From an optimization exercise on the open Yosys and OpenROAD flow, aimed at small area, a short achievable clock period and few clock cycles per item; shortcuts taken in it are not production practice.
Function was checked by simulation only, so behaviour that the tests miss may differ from the original.
Power figures rest on the tool's default switching activity, not on a simulated workload.

## flow/design.v (module list and top-level ports; edited modules follow where they fit)
// module cce_coeff_store: 29 lines
// module cce_step_unit: 783 lines
// module cce_seq: 140 lines
// module chebyshev_clenshaw_evaluator_top: 186 lines
module chebyshev_clenshaw_evaluator_top #(
    parameter int MAX_TERMS = cce_pkg::MAX_TERMS_DEF,
    parameter int NRING     = 2
) (
    input  wire logic                                aclk,
    input  wire logic                                aresetn,
    input  wire logic                                cfg_valid,
    output logic                                     cfg_ready,
    input  wire logic [cce_pkg::DEG_W-1:0]           cfg_data,
    input  wire logic                                s_valid,
    output logic                                     s_ready,
    input  wire logic [cce_pkg::KIND_W-1:0]          s_kind,
    input  wire logic [cce_pkg::INDEX_W-1:0]         s_coeff_index,
    input  wire logic signed [cce_pkg::COEFF_W-1:0]  s_coeff_value,
    input  wire logic signed [cce_pkg::POINT_W-1:0]  s_point,
    output logic                                     m_valid,
    input  wire logic                                m_ready,
    output logic signed [cce_pkg::ACC_W-1:0]         m_value,
    output logic                                     m_saturated
);
  // ...
==> flow/flow/run.sh <==
#!/bin/bash
set -euo pipefail
MARGIN=${MARGIN:-6.5}
bash standard.sh finish \
  "SETUP_SLACK_MARGIN=${MARGIN}" \
  "BUFFER_PORTS_ARGS=-buffer_cell sky130_fd_sc_hd__buf_4" \
  > standard_make.log 2>&1
==> flow/standard.sh <==
#!/bin/bash
# synth_recipe.tcl (not shown) runs the flow's synth.tcl, then flattens the netlist and writes it again
# the make line also repeats each setting of config.mk as NAME=value (left out here)
make -C /OpenROAD-flow-scripts/flow DESIGN_CONFIG=/design/flow/config.mk WORK_HOME=/design/flow/orfs CLKGATE_MAP_FILE= SYNTH_SCRIPT=/design/flow/synth_recipe.tcl "${@:-finish}"
==> flow/config.mk <==
export PLATFORM = sky130hd
export DESIGN_NAME = chebyshev_clenshaw_evaluator_top
export DESIGN_NICKNAME = chebyshev_clenshaw_evaluator_top
export VERILOG_FILES = /design/flow/design.v
export SDC_FILE = /design/flow/constraint.sdc
export NUM_CORES = 4
export LEC_CHECK = 0
export ABC_CLOCK_PERIOD_IN_PS = 3000
export CAP_MARGIN = 20
export CORE_MARGIN = 2
export CORE_UTILIZATION = 40
export SLEW_MARGIN = 20
==> flow/constraint.sdc <==
create_clock -name core_clock -period 11.0 [get_ports {aclk}]
set_input_delay 2.2000 -clock core_clock [delete_from_list [all_inputs] [get_ports {aclk}]]
set_output_delay 2.2000 -clock core_clock [all_outputs]
set_load 0.01 [all_outputs]
==> load_flow_metrics.sql, run 1 <==
INSERT INTO impl_metrics (metric_group, metric, value, unit) VALUES
('status', 'outcome', 'complete, no violations', ''),
('synthesis', 'seq_area_frac_synth', '37.5', '%'),
('clock_network', 'number_of_buffers_added_to_fix_hold_violations_after_cts', '0', ''),
('setup_path', 'cp_cell_sequence', 'ha_1 > nand2_1 > o21ai_0 > nand4_1 > a31oi_4 > nor3_2 > a21oi_2 > mux2i_1 > a21oi_2 > buf_4 > nor2_2 > o22ai_1 > o2bb2ai_1', ''),
('floorplanning', 'die_width', '395', 'µm'),
('setup_path', 'critical_path.reg2reg.endpoint', 'out_val_reg[24]', ''),
('place', 'finalWeightedCongestion', '0.913', ''),
('synthesis', 'synth_top_family_by_area', 'adder cells', ''),
('hold_path', 'cell_depth_of_the_worst_min_delay_path', '0', ''),
('finish', 'seq-cell-share', '34.4', '%'),
('finish', 'nNonClkInverters', '523', ''),
('synthesis', 'synth_fa_ha_area_share', '19.0', '%'),
('pwr', 'power.density', '306', 'mW/mm²'),
('synthesis', 'average_footprint_of_a_synthesized_cell', '10.9', 'µm²'),
('finish', 'layout.cells.most_common', 'sky130_fd_sc_hd__dfxtp_1', ''),
('synthesis', 'synth-compound-area-share', '14.7', '%'),
('timing', 'achievable-frequency', '232', 'MHz'),
('finish', 'final.clkbuf_count', '137', ''),
('pwr', 'seq_power_share', '25.3', '%'),
('global_route', 'globalRouteOverflowTotal', '0', ''),
('pwr', 'power_top_consumer', 'combinational cells', ''),
('setup_path', 'r2r_cells', '13', ''),
('finish', 'multi_input_combinational', '3673', ''),
('pwr', 'comb_pwr', '11700', 'µW'),
('pwr', 'ir_worst_vdd', '0.221', 'mV'),
('finish', 'final_layout_size_suffix_gt1_share', '11.8', '%'),
('timing', 'setup-violations-final', '0', ''),
('setup_path', 'critPathRequiredTime', '11500', 'ps'),
('detailed_routing', 'detail_route.iter0.violations', '4334', ''),
('global_route', 'tot_gr_track_use', '23.9', '%'),
('finish', 'largest_cell_class', 'multi-input gates', ''),
('setup_path', 'worstSetupEndpoint', 'out_val_reg[24]', ''),
('clock_network', 'cts_buffer_depth', '3', ''),
('floorplanning', 'die_height', '395', 'µm');
Testbench counts, summed over its fixed seeds: cycles 20,480, items 4,096.
==> inputs of run 2 (changes only) <==
==> flow/flow/run.sh (replaced) <==
#!/bin/bash
set -euo pipefail
MARGIN=${MARGIN:-7.5}
bash standard.sh finish \
  "SETUP_SLACK_MARGIN=${MARGIN}" \
  "BUFFER_PORTS_ARGS=-buffer_cell sky130_fd_sc_hd__buf_4" \
  > standard_make.log 2>&1
==> run 2 against run 1 <==
Compared with the run above:
- largest cell class unchanged
- critical endpoint is now g_ring[0].u_ring.rda1_reg[3]
- still clean
- global-route usage rose by 1.5 points
- critical path depth shrank 1
- clock-buffer cell count rose by 12
- sequential power up 3%
- critical path type is now input pin to flop
==> load_flow_metrics.sql, run 2 <==
INSERT INTO impl_metrics (metric_group, metric, value, unit) VALUES
('synthesis', 'yosys.area_share.simple', '6.11', '%'),
('synthesis', 'synth_top_family_by_area', 'adder cells', ''),
('status', 'outcome', 'complete, no violations', ''),
('finish', 'multi_input_comb_area', '0.0377', 'mm²'),
('global_route', 'grt_pass1_wl', '300', 'mm'),
('synthesis', 'synth.mux.area_fraction', '6.77', '%'),
('global_route', 'globalRouteOverflowTotal', '0', ''),
('timing', 'fin_worst_hold_slack', '324', 'ps'),
('hold_path', 'worstHoldPathType', 'flop to flop', ''),
('floorplanning', 'placementRows', '143', ''),
('timing', 'achievable-frequency', '260', 'MHz'),
('global_route', 'antenna_violations_before_repair', '5', ''),
('synthesis', 'average_footprint_of_a_synthesized_cell', '10.9', 'µm²'),
('synthesis', 'synthesis.nets', '6334', ''),
('synthesis', 'synth_fa_ha_area_share', '19.0', '%'),
('clock_network', 'number_of_buffers_added_to_fix_hold_violations_after_cts', '0', ''),
('clock_network', 'clockRootBuffer', 'sky130_fd_sc_hd__clkbuf_16', ''),
('synthesis', 'synthFlopType', 'sky130_fd_sc_hd__dfxtp_1', ''),
('finish', 'num-fill-cells', '13400', ''),
('finish', 'most-common-layout-cells', '518 x sky130_fd_sc_hd__a22oi_1, 504 x sky130_fd_sc_hd__dfxtp_1, 500 x sky130_fd_sc_hd__inv_1', ''),
('place', 'detailedPlace.worstSlack', '6240', 'ps'),
('global_route', 'tot_gr_track_use', '25.4', '%'),
('clock_network', 'cts_buffer_depth', '3', ''),
('timing', 'worst-slew-pin-transition', '1100', 'ps'),
('synthesis', 'leading_post_synthesis_cells_by_cell_area', 'sky130_fd_sc_hd__dfxtp_1 21%, sky130_fd_sc_hd__edfxtp_1 17%, sky130_fd_sc_hd__fa_1 15%', ''),
('synthesis', 'synthesis.instances', '5632', ''),
('pwr', 'power.density', '343', 'mW/mm²'),
('finish', 'layout.cells.most_common', 'sky130_fd_sc_hd__a22oi_1', ''),
('clock_network', 'htreeDepth', '3', ''),
('finish', 'antenna-diode-count', '0', ''),
('clock_network', 'tritoncts_clock_tree', 'built', ''),
('timing', 'fin_worst_skew', '56.8', 'ps'),
('synthesis', 'synth-compound-area-share', '14.7', '%'),
('synthesis', 'synth.lib_cells_used.distinct', '105', ''),
('synthesis', 'yosysMostFrequentCell', 'sky130_fd_sc_hd__dfxtp_1', ''),
('setup_path', 'critPathRequiredTime', '11640', 'ps'),
('floorplanning', 'floorplan.initialDensity', '40.3', '%'),
('place', 'dpl.hpwl', '134', 'mm'),
('detailed_routing', 'via_count', '45900', ''),
('clock_network', 'cts_made_buffers', '105', ''),
('finish', 'largest_register_ff_count', '288', ''),
('synthesis', 'synth.ff_latch_count', '974', ''),
('timing', 'finalMaxSlewViolations', '0', ''),
('floorplanning', 'die_width', '395', 'µm'),
('detailed_routing', 'antenna_left', '0', ''),
('global_route', 'pin_count_of_the_biggest_net_entering_global_routing', '55', ''),
('synthesis', 'yosys_warnings', '3', ''),
('floorplanning', 'die_height', '395', 'µm'),
('detailed_routing', 'detailedRoute.firstPassIterationCount', '6', ''),
('detailed_routing', 'post_drt_via_cell_ratio', '5.89', ''),
('timing', 'finalSetupTns', '0', 'ps'),
('synthesis', 'yosys-top-cells-count', '631 x sky130_fd_sc_hd__dfxtp_1, 546 x sky130_fd_sc_hd__a22oi_1, 518 x sky130_fd_sc_hd__inv_1, 458 x sky130_fd_sc_hd__fa_1, 387 x sky130_fd_sc_hd__xor2_1', ''),
('setup_path', 'worst-endpoint-arrival', '4490', 'ps'),
('pwr', 'ir_worst_vdd', '0.292', 'mV'),
('synthesis', 'syn_area', '0.0612', 'mm²'),
('pwr', 'sum_of_internal_switching_and_leakage_power', '25200', 'µW'),
('timing', 'setup_slack', '7150', 'ps'),
('detailed_routing', 'avgRoutedWirePerCell', '26.8', 'µm'),
('pwr', 'total_leakage_power', '0.0275', 'µW'),
('synthesis', 'synth_async_sr_flop_share', '0', '%'),
('timing', 'rsz_0062_raised_after_global_routing', 'true', ''),
('timing', 'period_minus_slack', '3850', 'ps'),
('place', 'io_buffers', '82', ''),
('setup_path', 'setup.worst_path.end_class', 'flop', ''),
('setup_path', 'timing.critical_path.fanout_max', '4', ''),
('finish', 'seq_area', '0.0232', 'mm²'),
('floorplanning', 'design.die.area', '0.156', 'mm²'),
('detailed_routing', 'route.final.wire_length', '209', 'mm'),
('detailed_routing', 'detail_route.iter0.violations', '4396', ''),
('finish', 'final_layout_size_suffix_gt1_share', '23.7', '%'),
('timing', 'timing.slew.headroom', '26.4', '%'),
('synthesis', 'post_synth_xor_area_fraction', '9.63', '%'),
('place', 'finalWeightedCongestion', '0.915', ''),
('synthesis', 'synth_edf_count', '343', ''),
('timing', 'setup-violations-final', '0', ''),
('finish', 'area_growth', '20.0', '%'),
('clock_network', 'clock_latency_at_the_later_pin_of_the_worst_skew_pair', '750', 'ps'),
('synthesis', 'synth_top_area_cell', 'sky130_fd_sc_hd__dfxtp_1', ''),
('clock_network', 'clk_pin_slew', '60', 'ps'),
('clock_network', 'clock-sinks', '974', ''),
('setup_path', 'crit_path_start_kind', 'input pin', ''),
('finish', 'final_nets', '6378', ''),
('synthesis', 'seq_area_frac_synth', '37.5', '%'),
('timing', 'hold_violations', '0', ''),
('synthesis', 'yosysTopAreaCellShare', '20.7', '%'),
('setup_path', 'timing.setup.critical_path_class', 'input pin to flop', ''),
('timing', 'fin_crit_share', '35.0', '%'),
('detailed_routing', 'route.detailed.drc', '0', ''),
('job', 'drv_cap', '0', ''),
('floorplanning', 'ioPinCount', '84', ''),
('global_route', 'grt_pass1_vias', '46400', ''),
('floorplanning', 'core_area', '0.152', 'mm²');
[run 2: cell count changes in the layout (fill, tap and decap cells not counted), sizes merged]
cell | before | now
clkinv | 35 | 31
diode | 1 | 0
clkinvlp | 12 | 2
a2bb2o | 1 | 2
a311o | 2 | 4
buf | 157 | 381
a21oi | 217 | 218
clkbuf | 137 | 162
bufinv | 10 | 12
inv | 524 | 525
nor2 | 191 | 192
[run 2: layer usage]
layer  part of all wire [%]  track usage, %
met3                    8.9            5.38
met5                  0.022               0
met2                     46            40.7
met4                    4.9            10.7
met1                     40            33.2
[run 2: what timing repair did]
action	in CTS	in global routing
cloned	18	9
endpoints found under the hold margin	0	0
setup endpoints to repair	295	252
setup buffers	105	107
gates resized for setup	530	360
pin swaps	163	255
[run 2: area by class of cell]
class | count | share of cell area [%]
Clock buffer | 149 | 4.03
Timing Repair Buffer | 394 | 5.94
Clock inverter | 47 | 0.965
Multi-Input combinational cell | 3678 | 51.3
Tap cell | 2030 | 3.46
Inverter | 523 | 2.69
Sequential cell | 974 | 31.6
[run 2: power breakdown]
part	internal (µW)	switching, µW	leakage, µW
combinational	6900	9190	0.0173
clock	2170	1540	0.00177
sequential	4640	724	0.00840
[run 2: final timing paths]
| path | start | cells after the start | to | slack [ps] |
|---|---|---|---|---|
| max | m_ready | 12 | g_ring[0].u_ring.rda1_reg[3] | 7150 |
| min | g_ring[0].u_ring.g1_reg[0] | 0 | g_ring[0].u_ring.g2_reg[0] | 320 |
| max reg2reg | g_ring[0].u_ring.rb2_reg[21] | 16 | g_ring[0].u_ring.b1_reg[20] | 7300 |
| min reg2reg | g_ring[0].u_ring.g1_reg[0] | 0 | g_ring[0].u_ring.g2_reg[0] | 320 |
[run 2: kinds of logic after synthesis]
| family | Yosys count |
|---|---|
| buffers and inverters | 985 |
| multiplexers | 283 |
| XOR/XNOR | 670 |
| other | 1 |
| adder cells (fa/ha/maj) | 654 |
| AND/OR/NAND/NOR | 764 |
| AO/OA/AOI/OAI | 1301 |
| flip-flops | 974 |
[run 2: stage by stage]
step / utilization [%] / area [µm²] / instances
2_1_floorplan: - / 61200 / 5632
3_3_place_gp: 41.6 / 63200 / 7360
3_5_place_dp: 41.6 / 63200 / 7360
4_1_cts: 46.4 / 70500 / 7679
5_1_grt: 48.3 / 73400 / 7795
6_report: 48.3 / 73400 / 7795
[run 2: worst max-delay path: stages]
cell	delay (ps)
sky130_fd_sc_hd__buf_6	80
sky130_fd_sc_hd__nor2b_4	60
sky130_fd_sc_hd__nor4_4	180
sky130_fd_sc_hd__a21oi_1	110
sky130_fd_sc_hd__or3_1	340
sky130_fd_sc_hd__or3b_4	400
sky130_fd_sc_hd__or3_4	400
sky130_fd_sc_hd__a211o_1	290
sky130_fd_sc_hd__a22oi_1	170
sky130_fd_sc_hd__nor2_1	70
sky130_fd_sc_hd__a21oi_1	120
sky130_fd_sc_hd__o21ai_1	70
==> inputs of run 3 (changes only) <==
==> flow/flow/run.sh (replaced) <==
#!/bin/bash
set -euo pipefail
MARGIN=${MARGIN:-7.3}
bash standard.sh finish \
  "SETUP_SLACK_MARGIN=${MARGIN}" \
  "BUFFER_PORTS_ARGS=-buffer_cell sky130_fd_sc_hd__buf_4" \
  > standard_make.log 2>&1
==> run 3 against run 2 <==
Compared with the run above:
- critical path type unchanged
- register-to-register slack better by 30 ps
- still clean
- global-route usage down 1.2 points
- sequential cell count unchanged
- maximum frequency up 0.87%
- die area unchanged
- clock skew up 19 ps
- area after synthesis unchanged
- combinational power down 17%
- clock-buffer cell count down 9
- final area down 5.1%
==> load_flow_metrics.sql, run 3 <==
INSERT INTO impl_metrics (metric_group, metric, value, unit) VALUES
('setup_path', 'worst-path-stages', '12', ''),
('timing', 'hold_violations', '0', ''),
('hold_path', 'cell_depth_of_the_worst_min_delay_path', '0', ''),
('detailed_routing', 'post_drt_via_cell_ratio', '5.77', ''),
('finish', 'layout.cells.non_filler', '7643', ''),
('timing', 'setup-violations-final', '0', ''),
('pwr', 'total_leakage_power', '0.0263', 'µW'),
('synthesis', 'synth.ff_latch_count', '974', ''),
('setup_path', 'worst_r2r_startpoint', 'g_ring[1].u_ring.ra2_reg[36]', ''),
('detailed_routing', 'route.detailed.drc', '0', ''),
('floorplanning', 'floorplan.initialDensity', '40.3', '%'),
('detailed_routing', 'route.final.wire_length', '194', 'mm'),
('place', 'cell_count_post_placement', '7360', ''),
('global_route', 'tot_gr_track_use', '24.2', '%'),
('timing', 'timing.slew.headroom', '27.0', '%'),
('place', 'finalWeightedCongestion', '0.916', ''),
('synthesis', 'synth_async_sr_flop_share', '0', '%'),
('setup_path', 'worst_path_largest_cell_delay', '400', 'ps'),
('setup_path', 'critPathRequiredTime', '11650', 'ps'),
('timing', 'rsz_0062_raised_after_global_routing', 'true', ''),
('clock_network', 'number_of_buffers_added_to_fix_hold_violations_after_cts', '0', ''),
('place', 'detailedPlace.worstSlack', '6210', 'ps'),
('synthesis', 'synth_top_area_cell', 'sky130_fd_sc_hd__dfxtp_1', ''),
('detailed_routing', 'detail_route.iter0.violations', '4272', ''),
('pwr', 'power.density', '321', 'mW/mm²'),
('synthesis', 'synthesis.nets', '6334', ''),
('setup_path', 'critical_path.reg2reg.endpoint', 'g_ring[1].u_ring.b1_reg[21]', ''),
('clock_network', 'cts_buffer_depth', '3', ''),
('place', 'io_buffers', '82', ''),
('global_route', 'antenna_violations_before_repair', '2', ''),
('synthesis', 'average_footprint_of_a_synthesized_cell', '10.9', 'µm²'),
('timing', 'finalSetupTns', '0', 'ps'),
('global_route', 'globalRouteOverflowTotal', '0', ''),
('synthesis', 'yosysTopAreaCellShare', '20.7', '%'),
('detailed_routing', 'avgRoutedWirePerCell', '25.3', 'µm'),
('synthesis', 'leading_post_synthesis_cells_by_cell_area', 'sky130_fd_sc_hd__dfxtp_1 21%, sky130_fd_sc_hd__edfxtp_1 17%, sky130_fd_sc_hd__fa_1 15%', ''),
('floorplanning', 'placementRows', '143', ''),
('floorplanning', 'core_area', '0.152', 'mm²'),
('clock_network', 'cts_made_buffers', '105', ''),
('setup_path', 'setup.worst_path.end_class', 'flop', ''),
('hold_path', 'worstHoldPathType', 'flop to flop', ''),
('timing', 'setup_slack', '7180', 'ps'),
('floorplanning', 'design.die.area', '0.156', 'mm²'),
('global_route', 'grt_pass1_vias', '44700', ''),
('timing', 'fin_crit_share', '34.7', '%'),
('setup_path', 'timing.critical_path.fanout_max', '3', ''),
('finish', 'final_nets', '6222', ''),
('clock_network', 'clockRootBuffer', 'sky130_fd_sc_hd__clkbuf_16', ''),
('timing', 'finalMaxSlewViolations', '0', ''),
('finish', 'final_layout_size_suffix_gt1_share', '17.0', '%'),
('setup_path', 'crit_path_start_kind', 'input pin', ''),
('finish', 'area_growth', '13.9', '%'),
('global_route', 'grt_pass1_wl', '288', 'mm'),
('synthesis', 'yosys-top-cells-count', '631 x sky130_fd_sc_hd__dfxtp_1, 546 x sky130_fd_sc_hd__a22oi_1, 518 x sky130_fd_sc_hd__inv_1, 458 x sky130_fd_sc_hd__fa_1, 387 x sky130_fd_sc_hd__xor2_1', ''),
('finish', 'most-common-layout-cells', '539 x sky130_fd_sc_hd__a22oi_1, 537 x sky130_fd_sc_hd__dfxtp_1, 517 x sky130_fd_sc_hd__inv_1', ''),
('clock_network', 'tritoncts_clock_tree', 'built', ''),
('synthesis', 'synth_edf_count', '343', ''),
('clock_network', 'clock_latency_at_the_later_pin_of_the_worst_skew_pair', '770', 'ps'),
('pwr', 'sum_of_internal_switching_and_leakage_power', '22400', 'µW'),
('setup_path', 'cp-startpoint', 'm_ready', ''),
('setup_path', 'cp_cell_sequence', 'buf_6 > nor2b_4 > nor4_4 > a21oi_1 > or3_1 > or3b_4 > or3_4 > a211o_1 > a22oi_2 > nor2_1 > a21oi_1 > o21ai_1', ''),
('setup_path', 'timing.critical_path.buf_inv', '1', ''),
('synthesis', 'syn_area', '0.0612', 'mm²'),
('global_route', 'pin_count_of_the_biggest_net_entering_global_routing', '75', ''),
('finish', 'largest_register_ff_count', '288', ''),
('setup_path', 'r2r_cells', '16', ''),
('timing', 'worst-slew-pin-transition', '1090', 'ps'),
('synthesis', 'synthFlopType', 'sky130_fd_sc_hd__dfxtp_1', ''),
('clock_network', 'clock-sinks', '974', ''),
('place', 'dpl.hpwl', '132', 'mm'),
('job', 'drv_cap', '0', ''),
('synthesis', 'synth.lib_cells_used.distinct', '105', ''),
('timing', 'fin_worst_skew', '76.2', 'ps'),
('setup_path', 'critical_path.top_delay_family', 'simple AND/OR/NAND/NOR gates', ''),
('synthesis', 'yosys_warnings', '3', ''),
('detailed_routing', 'detailedRoute.firstPassIterationCount', '7', ''),
('timing', 'achievable-frequency', '262', 'MHz'),
('clock_network', 'clk_pin_slew', '60', 'ps'),
('detailed_routing', 'antenna_left', '0', ''),
('floorplanning', 'die_width', '395', 'µm'),
('detailed_routing', 'via_count', '44100', ''),
('floorplanning', 'die_height', '395', 'µm'),
('setup_path', 'critical-path-top-cell-by-count', 'sky130_fd_sc_hd__a21oi_1', ''),
('setup_path', 'slowest_stage', 'sky130_fd_sc_hd__or3_4', ''),
('status', 'outcome', 'complete, no violations', ''),
('synthesis', 'synthesis.instances', '5632', ''),
('clock_network', 'htreeDepth', '3', ''),
('setup_path', 'worst-endpoint-arrival', '4470', 'ps'),
('synthesis', 'seq_area_frac_synth', '37.5', '%'),
('floorplanning', 'ioPinCount', '84', ''),
('setup_path', 'worstSetupEndpoint', 'g_ring[0].u_ring.rda1_reg[3]', ''),
('setup_path', 'timing.setup.critical_path_class', 'input pin to flop', ''),
('pwr', 'ir_worst_vdd', '0.257', 'mV'),
('finish', 'layout.cells.most_common', 'sky130_fd_sc_hd__a22oi_1', ''),
('setup_path', 'r2r_setup_slack', '7330', 'ps'),
('timing', 'period_minus_slack', '3820', 'ps'),
('synthesis', 'yosysMostFrequentCell', 'sky130_fd_sc_hd__dfxtp_1', '');
-- run 3: cell counts after synthesis --
Identical to the previous run, type by type.
-- run 3: repair_timing --
| item | 4_1_cts | 5_1_grt |
|---|---|---|
| setup buffers | 19 | 53 |
| endpoints found under the hold margin | 0 | 0 |
| pin swaps | 23 | 52 |
| cloned | 4 | 7 |
| setup endpoints to repair | 254 | 234 |
| gates resized for setup | 168 | 242 |
-- run 3: worst min-delay path by stage --
| stage | start | end | slack, ps |
|---|---|---|---|
| 6_report | g_ring[0].u_ring.g1_reg[1] | g_ring[0].u_ring.g2_reg[1] | 330 |
| 5_1_grt | g_ring[1].u_ring.f1_reg | g_ring[1].u_ring.f2_reg | 330 |
| 4_1_cts | g_ring[1].u_ring.f1_reg | g_ring[1].u_ring.f2_reg | 330 |
| 3_5_place_dp | g_ring[0].u_ring.f1_reg | g_ring[0].u_ring.f2_reg | 310 |
| 3_3_place_gp | g_ring[1].u_ring.g1_reg[1] | g_ring[1].u_ring.g2_reg[1] | 310 |
| 2_1_floorplan | g_ring[0].u_ring.f1_reg | g_ring[0].u_ring.f2_reg | 310 |
-- run 3: layout make-up --
cell class	instances	area (µm²)
multi-input combinational	3678	36000
clock buffer	140	2940
sequential	974	23100
tap	2030	2540
clock inverter	59	865
inverter	523	1970
antenna	1	2.50
fill	13900	82200
timing repair buffer	238	2200
-- run 3: where the power goes --
part	internal [µW]	switching, µW	leakage, µW
sequential	4630	664	0.00839
combinational	5390	7860	0.0161
clock	2260	1570	0.00182
total	12300	10100	0.0263
-- run 3: cells by family after synthesis --
family	after synthesis	synth area share, %
compound gates	1301	14.7
flops	974	37.5
buf+inv	985	6.26
xor+xnor	670	9.63
fa+ha+maj	654	19.0
mux	283	6.77
simple gates	764	6.11
other cells	1	0.00613
-- run 3: worst reg2reg max path, cell delays in order, from the launching register on --
cell and delay [ps]:
sky130_fd_sc_hd__dfxtp_1 330, sky130_fd_sc_hd__ha_4 330, sky130_fd_sc_hd__nand4_1 150, sky130_fd_sc_hd__or3_1 440, sky130_fd_sc_hd__or2_0 270, sky130_fd_sc_hd__a311oi_2 270, sky130_fd_sc_hd__or3_4 220, sky130_fd_sc_hd__a31o_4 220
sky130_fd_sc_hd__xor2_4 120, sky130_fd_sc_hd__buf_4 180, sky130_fd_sc_hd__a211oi_4 300, sky130_fd_sc_hd__buf_6 170, sky130_fd_sc_hd__o21ai_4 60, sky130_fd_sc_hd__buf_12 180, sky130_fd_sc_hd__buf_4 130, sky130_fd_sc_hd__a21oi_1 100
sky130_fd_sc_hd__a21oi_1 50
-- run 3: layer usage --
metal,wire length [µm],vias to the layer above,GRT usage [%]
met5,0,-,0
met4,7830,0,9.19
met3,15800,430,4.20
met2,90200,2027,38.8
met1,79900,22200,32.7
li1,-,19400,-
-- run 3: through the flow --
stage	area, µm²	hold slack (ps)	utilization, %
floorplan	61200	310	-
global placement	63200	312	41.6
detailed placement	63200	313	41.6
CTS	67900	327	44.7
global route	69700	332	45.9
finish	69700	325	45.9
==> inputs of run 4 (changes only) <==
==> flow/flow/run.sh (replaced) <==
#!/bin/bash
set -euo pipefail
MARGIN=${MARGIN:-7}
bash standard.sh finish \
  "SETUP_SLACK_MARGIN=${MARGIN}" \
  "BUFFER_PORTS_ARGS=-buffer_cell sky130_fd_sc_hd__buf_4" \
  > standard_make.log 2>&1
==> run 4 against run 3 <==
Compared with the run above:
- still clean on timing, DRC and antenna
- register-to-register slack worse by 290 ps
- wire length is 1.8% lower
- worst hold slack worse by 7.4 ps
- utilization down 1.4 points
- global-route usage down 0.18 points
- die area unchanged
- power is 5.3% lower
- final area down 3.1%
- sequential share of layout area up 0.89 points
- area after synthesis stayed put
- critical endpoint is now g_ring[1].u_ring.ra2_reg[36]
==> load_flow_metrics.sql, run 4 <==
INSERT INTO impl_metrics (metric_group, metric, value, unit) VALUES
('status', 'outcome', 'complete, no violations', ''),
('timing', 'fin_worst_skew', '50.9', 'ps'),
('finish', 'area_growth', '10.4', '%'),
('global_route', 'globalRouteOverflowTotal', '0', ''),
('detailed_routing', 'avgRoutedWirePerCell', '25.1', 'µm'),
('timing', 'setup_slack', '7040', 'ps'),
('floorplanning', 'die_height', '395', 'µm'),
('synthesis', 'synthesis.nets', '6334', ''),
('clock_network', 'cts_buffer_depth', '3', ''),
('synthesis', 'seq_area_frac_synth', '37.5', '%'),
('clock_network', 'cts_made_buffers', '103', ''),
('synthesis', 'syn_area', '0.0612', 'mm²'),
('global_route', 'grt_pass1_wl', '287', 'mm'),
('finish', 'antenna-diode-count', '0', ''),
('synthesis', 'synth_top_area_cell', 'sky130_fd_sc_hd__dfxtp_1', ''),
('pwr', 'power_share_of_the_combinational_group', '57.9', '%'),
('pwr', 'switching_share', '45.8', '%'),
('timing', 'finalSetupTns', '0', 'ps'),
('setup_path', 'cp-startpoint', 'g_ring[1].u_ring.bth1_reg[13]', ''),
('synthesis', 'leading_post_synthesis_cells_by_cell_area', 'sky130_fd_sc_hd__dfxtp_1 21%, sky130_fd_sc_hd__edfxtp_1 17%, sky130_fd_sc_hd__fa_1 15%', ''),
('clock_network', 'htreeDepth', '3', ''),
('detailed_routing', 'antenna_left', '0', ''),
('synthesis', 'synth.ff_latch_count', '974', ''),
('floorplanning', 'die_width', '395', 'µm'),
('synthesis', 'yosysMostFrequentCell', 'sky130_fd_sc_hd__dfxtp_1', ''),
('setup_path', 'setup.worst_path.end_class', 'flop', ''),
('synthesis', 'yosys_warnings', '3', ''),
('setup_path', 'timing.setup.critical_path_class', 'flop to flop', ''),
('setup_path', 'critical_path.reg2reg.endpoint', 'g_ring[1].u_ring.ra2_reg[36]', ''),
('floorplanning', 'floorplan.initialDensity', '40.3', '%'),
('clock_network', 'clockRootBuffer', 'sky130_fd_sc_hd__clkbuf_16', ''),
('synthesis', 'average_footprint_of_a_synthesized_cell', '10.9', 'µm²'),
('setup_path', 'critPathRequiredTime', '11550', 'ps'),
('pwr', 'total_leakage_power', '0.0256', 'µW'),
('timing', 'setup-violations-final', '0', ''),
('pwr', 'power.clock.fraction', '17.3', '%'),
('detailed_routing', 'route.detailed.drc', '0', ''),
('synthesis', 'synthFlopType', 'sky130_fd_sc_hd__dfxtp_1', ''),
('place', 'finalWeightedCongestion', '0.919', ''),
('setup_path', 'worst_r2r_startpoint', 'g_ring[1].u_ring.bth1_reg[13]', ''),
('hold_path', 'worstHoldPathType', 'flop to flop', ''),
('clock_network', 'clk_pin_slew', '70', 'ps'),
('timing', 'rsz_0062_raised_after_global_routing', 'true', ''),
('setup_path', 'worstSetupEndpoint', 'g_ring[1].u_ring.ra2_reg[36]', ''),
('setup_path', 'timing.critical_path.fanout_max', '33', ''),
('finish', 'final_layout_size_suffix_gt1_share', '13.1', '%'),
('clock_network', 'tritoncts_clock_tree', 'built', ''),
('synthesis', 'yosys-top-cells-count', '631 x sky130_fd_sc_hd__dfxtp_1, 546 x sky130_fd_sc_hd__a22oi_1, 518 x sky130_fd_sc_hd__inv_1, 458 x sky130_fd_sc_hd__fa_1, 387 x sky130_fd_sc_hd__xor2_1', ''),
('floorplanning', 'core_area', '0.152', 'mm²'),
('setup_path', 'worst-endpoint-arrival', '4510', 'ps'),
('global_route', 'grt_pass1_vias', '44600', ''),
('detailed_routing', 'via_count', '43700', ''),
('clock_network', 'clock_latency_at_the_later_pin_of_the_worst_skew_pair', '740', 'ps'),
('floorplanning', 'placementRows', '143', ''),
('finish', 'layout.cells.most_common', 'sky130_fd_sc_hd__dfxtp_1', ''),
('place', 'dpl.hpwl', '132', 'mm'),
('synthesis', 'yosysTopAreaCellShare', '20.7', '%'),
('place', 'detailedPlace.worstSlack', '6180', 'ps'),
('place', 'io_buffers', '82', ''),
('setup_path', 'r2r_cells', '7', ''),
('floorplanning', 'design.die.area', '0.156', 'mm²'),
('pwr', 'ir_worst_vdd', '0.257', 'mV'),
('clock_network', 'clock-sinks', '974', ''),
('detailed_routing', 'detail_route.iter0.violations', '4379', ''),
('detailed_routing', 'post_drt_via_cell_ratio', '5.77', ''),
('timing', 'achievable-frequency', '253', 'MHz'),
('finish', 'final_nets', '6159', ''),
('timing', 'finalMaxSlewViolations', '0', ''),
('detailed_routing', 'route.final.wire_length', '190', 'mm'),
('clock_network', 'number_of_buffers_added_to_fix_hold_violations_after_cts', '0', ''),
('timing', 'timing.slew.headroom', '18.4', '%'),
('pwr', 'power.net_switching', '9700', 'µW'),
('timing', 'hold_violations', '0', ''),
('synthesis', 'synth.lib_cells_used.distinct', '105', ''),
('pwr', 'internal_power', '11500', 'µW'),
('detailed_routing', 'detailedRoute.firstPassIterationCount', '6', ''),
('timing', 'fin_crit_share', '36.0', '%'),
('timing', 'fin_worst_hold_slack', '318', 'ps'),
('timing', 'period_minus_slack', '3960', 'ps'),
('synthesis', 'synth_async_sr_flop_share', '0', '%'),
('setup_path', 'r2r_setup_slack', '7040', 'ps'),
('global_route', 'antenna_violations_before_repair', '3', ''),
('setup_path', 'crit_path_start_kind', 'flop', ''),
('pwr', 'seq_power_share', '24.8', '%'),
('pwr', 'power.density', '314', 'mW/mm²'),
('floorplanning', 'ioPinCount', '84', ''),
('global_route', 'pin_count_of_the_biggest_net_entering_global_routing', '75', ''),
('global_route', 'tot_gr_track_use', '24.0', '%'),
('synthesis', 'synthesis.instances', '5632', ''),
('job', 'drv_cap', '0', ''),
('timing', 'worst-slew-pin-transition', '1210', 'ps'),
('synthesis', 'synth_edf_count', '343', ''),
('finish', 'most-common-layout-cells', '584 x sky130_fd_sc_hd__dfxtp_1, 545 x sky130_fd_sc_hd__a22oi_1, 517 x sky130_fd_sc_hd__inv_1', ''),
('finish', 'largest_register_ff_count', '288', '');
[run 4: layout make-up]
type / instances / area (µm²)
clock inverter: 48 / 658
fill: 14100 / 84400
multi-input combinational: 3676 / 35000
timing repair buffer: 179 / 1410
tap: 2030 / 2540
clock buffer: 146 / 2950
sequential: 974 / 23000
inverter: 523 / 1970
[run 4: cells by family (layout without fill, tap and decap cells)]
family                     Yosys count  in the layout  synth area share (%)
AOI/OAI and AO/OA                 1301           1304                  14.7
xor gates and xnor gates           670            670                  9.63
adders and majority gates          654            654                  19.0
buffers and inverters              985            896                  6.26
DFF                                974            974                  37.5
muxes                              283            283                  6.77
other                                1              1               0.00613
and+or+nand+nor                    764            764                  6.11
[run 4: through the flow]
stage | instances | util, % | area (µm²) | power, µW
6_report | 7576 | 44.4 | 67500 | 21200
5_1_grt | 7576 | 44.4 | 67500 | 22800
4_1_cts | 7557 | 44.1 | 67000 | 20700
3_5_place_dp | 7360 | 41.6 | 63200 | 16800
3_3_place_gp | 7360 | 41.6 | 63200 | 16800
2_1_floorplan | 5632 | - | 61200 | 13100
[run 4: timing repair]
item,CTS,global route
resized for setup,20,81
pin swaps,3,20
cloned,0,3
buffers inserted,3,16
setup endpoints to repair,101,140
[run 4: critical path: stages (launching register included)]
cell and delay [ps]:
sky130_fd_sc_hd__dfxtp_2 1020, sky130_fd_sc_hd__a22oi_1 240, sky130_fd_sc_hd__xor2_1 220, sky130_fd_sc_hd__fa_1 600, sky130_fd_sc_hd__fa_1 480, sky130_fd_sc_hd__fa_1 570
sky130_fd_sc_hd__inv_1 60, sky130_fd_sc_hd__fa_1 500
[run 4: worst min path at each step]
stage	startpoint	end	depth (start not counted)
floorplan	g_ring[0].u_ring.f1_reg	g_ring[0].u_ring.f2_reg	0
global placement	g_ring[0].u_ring.g1_reg[0]	g_ring[0].u_ring.g2_reg[0]	0
detailed placement	g_ring[1].u_ring.g1_reg[0]	g_ring[1].u_ring.g2_reg[0]	0
CTS	g_ring[0].u_ring.g1_reg[0]	g_ring[0].u_ring.g2_reg[0]	0
global route	g_ring[0].u_ring.g1_reg[0]	g_ring[0].u_ring.g2_reg[0]	0
finish	g_ring[0].u_ring.g1_reg[0]	g_ring[0].u_ring.g2_reg[0]	0
[run 4: power groups by stage]
stage          Sequential (µW)  Clock (µW)  Combinational [µW]
6_report                  5260        3670               12300
5_1_grt                   5320        3860               13600
4_1_cts                   5240        3720               11700
3_5_place_dp              5310           0               11500
3_3_place_gp              5300           0               11500
2_1_floorplan             4870           0                8210
[run 4: per-layer routing]
metal / vias to the layer above / global-route usage (%) / routed length, µm
li1: 19300 / - / -
met1: 22200 / 32.7 / 80500
met2: 1869 / 38.7 / 89200
met3: 403 / 4.15 / 13700
met4: 2 / 8.27 / 6930
met5: - / 0 / 7

afterwards: timing with drivers on the ports:
How much do the figures lean on ideal ports? The routed layouts below were timed once more, with nothing changed but the port constraints. Step 1: set_driving_cell puts a clkbuf_16 on aclk and a buf_2 on each other input, an assumption about the parent block. Step 2 times the ports against the registers' clock, not the clock port: input delays grow and output delays shrink by t, the midpoint of the rising clock arrivals with the driver on. a / b / c = ideal ports / drivers / drivers and shift; a / b = the first two.
run | shift t [ns] | setup slack, ns | worst slew at a driven data input, ns
run 1 | 0.809 | 6.687 / 6.687 / 6.083 | 0.05
run 2 | 0.803 | 7.147 / 7.136 / 6.368 | 0.06
run 3 | 0.804 | 7.180 / 7.153 / 6.396 | 0.05
run 4 | 0.796 | 7.044 / 7.044 / 6.282 | 0.05
After both steps setup and hold are still met in every run listed. For run 3, which loses most, drivers alone change the setup slack by -0.027 ns; drivers and shift together by -0.784 ns.
